Context: an optimization exercise on an open-source flow, tuned for small area and a short achievable clock period. The choices shown serve that exercise and are no tape-out recipe. Power is estimated from default activity; no workload was simulated.

// rc4_cipher_buffer
module rc4_cipher_buffer #(
   parameter  int DATA_W = 8,
   parameter  int DEPTH  = 256,
   localparam int ADDR_W = $clog2(DEPTH)
) (
   input  logic              clk,
   input  logic              rst,
   input  logic              flush,
   input  logic              wr_valid,
   input  logic [DATA_W-1:0] wr_data,
   input  logic              rd_start,
   input  logic              rd_ready,
   output logic              rd_valid,
   output logic [DATA_W-1:0] rd_data,
   output logic              rd_last,
   output logic [ADDR_W:0]   frame_len,
   output logic              busy,
   output logic              overflow,
   output logic              wr_drop,
   output logic [1:0]        o_dbg_state
);
Size in the first run: roughly 2100 flip-flops, ~48000 um^2 of cells after synthesis.
clock: 4.2 ns
lec_check: 0
cap_margin: 20
core_margin: 2
core_utilization: 60
cts_buf_list: sky130_fd_sc_hd__clkbuf_8
setup_slack_margin: 2.0
slew_margin: 20
run.sh (not shown) runs the stock make flow with config.mk's settings and CLKGATE_MAP_FILE= SYNTH_SCRIPT=/design/flow/synth_recipe.tcl, a recipe that flattens the netlist after the stock synthesis.
The starting point completed without violations.
Edit:
--- a/flow/config.mk
+++ b/flow/config.mk
@@ -9,5 +9,4 @@
 export CORE_MARGIN = 2
 export CORE_UTILIZATION = 60
-export CTS_BUF_LIST = sky130_fd_sc_hd__clkbuf_8
 export SETUP_SLACK_MARGIN = 2.0
 export SLEW_MARGIN = 20
Outcome: The changed run ran to the end with no violations; hold slack is better by 0.0092 ns; final cell count drops by 4.8%; power climbs by 3.6%.
No run of this note included a check of the RTL's function; only the layout flow was run.

========
Another version of the RTL of rc4_cipher_buffer (not shown whole).
Size: about 3000 cells after synthesis, roughly 2200 flip-flops, about 49000 µm² of cells after synthesis.
## rc4_cipher_buffer
module rc4_cipher_buffer #(
   parameter  int DATA_W = 8,
   parameter  int DEPTH  = 256,
   localparam int ADDR_W = $clog2(DEPTH)
) (
   input  logic              clk,
   input  logic              rst,
   input  logic              flush,
   input  logic              wr_valid,
   input  logic [DATA_W-1:0] wr_data,
   input  logic              rd_start,
   input  logic              rd_ready,
   output logic              rd_valid,
   output logic [DATA_W-1:0] rd_data,
   output logic              rd_last,
   output logic [ADDR_W:0]   frame_len,
   output logic              busy,
   output logic              overflow,
   output logic              wr_drop,
   output logic [1:0]        o_dbg_state
);
Settings: LEC_CHECK=0, CAP_MARGIN=20, CORE_MARGIN=2, CORE_UTILIZATION=70, SETUP_SLACK_MARGIN=2.3, SLEW_MARGIN=20; clock period 4.2 ns.
standard.sh (not shown) runs the stock make flow with config.mk's settings and CLKGATE_MAP_FILE= SYNTH_SCRIPT=/design/flow/synth_recipe.tcl, a recipe that flattens the netlist after the stock synthesis.
==> flow/flow/run.sh <==
#!/bin/bash
DU="sky130_fd_sc_hd__probe_p_8 sky130_fd_sc_hd__probec_p_8 sky130_fd_sc_hd__lpflow_bleeder_1"
DU="$DU sky130_fd_sc_hd__lpflow_clkbufkapwr_1 sky130_fd_sc_hd__lpflow_clkbufkapwr_16 sky130_fd_sc_hd__lpflow_clkbufkapwr_2"
DU="$DU sky130_fd_sc_hd__lpflow_clkbufkapwr_4 sky130_fd_sc_hd__lpflow_clkbufkapwr_8"
DU="$DU sky130_fd_sc_hd__lpflow_clkinvkapwr_1 sky130_fd_sc_hd__lpflow_clkinvkapwr_16 sky130_fd_sc_hd__lpflow_clkinvkapwr_2"
DU="$DU sky130_fd_sc_hd__lpflow_clkinvkapwr_4 sky130_fd_sc_hd__lpflow_clkinvkapwr_8"
DU="$DU sky130_fd_sc_hd__lpflow_decapkapwr_12 sky130_fd_sc_hd__lpflow_decapkapwr_3 sky130_fd_sc_hd__lpflow_decapkapwr_4"
DU="$DU sky130_fd_sc_hd__lpflow_decapkapwr_6 sky130_fd_sc_hd__lpflow_decapkapwr_8"
DU="$DU sky130_fd_sc_hd__lpflow_inputiso0n_1 sky130_fd_sc_hd__lpflow_inputiso0p_1 sky130_fd_sc_hd__lpflow_inputiso1n_1"
DU="$DU sky130_fd_sc_hd__lpflow_inputiso1p_1 sky130_fd_sc_hd__lpflow_inputisolatch_1"
DU="$DU sky130_fd_sc_hd__lpflow_isobufsrc_1 sky130_fd_sc_hd__lpflow_isobufsrc_16 sky130_fd_sc_hd__lpflow_isobufsrc_2"
DU="$DU sky130_fd_sc_hd__lpflow_isobufsrc_4 sky130_fd_sc_hd__lpflow_isobufsrc_8 sky130_fd_sc_hd__lpflow_isobufsrckapwr_16"
DU="$DU sky130_fd_sc_hd__lpflow_lsbuf_lh_hl_isowell_tap_1 sky130_fd_sc_hd__lpflow_lsbuf_lh_hl_isowell_tap_2"
DU="$DU sky130_fd_sc_hd__lpflow_lsbuf_lh_hl_isowell_tap_4 sky130_fd_sc_hd__lpflow_lsbuf_lh_isowell_4"
DU="$DU sky130_fd_sc_hd__lpflow_lsbuf_lh_isowell_tap_1 sky130_fd_sc_hd__lpflow_lsbuf_lh_isowell_tap_2"
DU="$DU sky130_fd_sc_hd__lpflow_lsbuf_lh_isowell_tap_4"
DU="$DU sky130_fd_sc_hd__clkdlybuf4s15_1 sky130_fd_sc_hd__clkdlybuf4s15_2 sky130_fd_sc_hd__clkdlybuf4s18_1"
DU="$DU sky130_fd_sc_hd__clkdlybuf4s18_2 sky130_fd_sc_hd__clkdlybuf4s25_1 sky130_fd_sc_hd__clkdlybuf4s25_2"
DU="$DU sky130_fd_sc_hd__clkdlybuf4s50_1 sky130_fd_sc_hd__clkdlybuf4s50_2 sky130_fd_sc_hd__dlygate4sd1_1"
DU="$DU sky130_fd_sc_hd__dlygate4sd2_1 sky130_fd_sc_hd__dlygate4sd3_1 sky130_fd_sc_hd__dlymetal6s2s_1"
DU="$DU sky130_fd_sc_hd__dlymetal6s4s_1 sky130_fd_sc_hd__dlymetal6s6s_1"
CTS="-sink_clustering_enable -repair_clock_nets -dont_use_dummy_load"
CTS="$CTS -sink_clustering_size 24 -sink_clustering_max_diameter 80"
bash standard.sh "DONT_USE_CELLS=$DU" "CTS_ARGS=$CTS" MATCH_CELL_FOOTPRINT=0 finish > standard.log 2>&1
Rerun with:
--- a/flow/config.mk
+++ b/flow/config.mk
@@ -9,4 +9,4 @@
 export CORE_MARGIN = 2
 export CORE_UTILIZATION = 70
-export SETUP_SLACK_MARGIN = 2.3
+export SETUP_SLACK_MARGIN = 2.2
 export SLEW_MARGIN = 20
The changed run completed with no timing, DRC or antenna violations; worst setup slack improves by 21 ps; final cell count came out lower by 2.2%; maximum frequency came out higher by about 1%.
No functional check of the RTL was part of any run of this note.

[what the ideal ports hide]
The results above use ideal ports. As a check the final layouts listed here were re-extracted and re-timed, cells and wires unchanged.
Step 1: set_driving_cell puts a clkbuf_16 on clk and a buf_2 on each other input, an assumption about the parent block.
Step 2, shift: input delay + t, output delay - t, t = (earliest + latest rising clock arrival at the registers) / 2. This alone moves slack from input paths to output paths.
Slacks: ideal / step 1 / step 2; pairs: ideal / step 1.
run | shift t [ns] | setup slack, ns | latest minus earliest clock arrival (ns) | cell pins on the clock port's net
the first run of note 1 | 0.949 | 1.844 / 1.772 / 1.218 | 0.081 / 0.082 | 1
the second run of note 1 | 0.819 | 1.958 / 1.889 / 1.264 | 0.046 / 0.045 | 1
the first run of note 2 | 0.717 | 2.095 / 2.095 / 1.466 | 0.070 / 0.071 | 1
the second run of note 2 | 0.706 | 2.117 / 2.051 / 1.520 | 0.067 / 0.067 | 1
After both steps setup and hold are still met in every run listed. The setup slack of the second run of note 1, which loses most, moves by -0.069 ns with the drivers and by -0.694 ns with both steps.
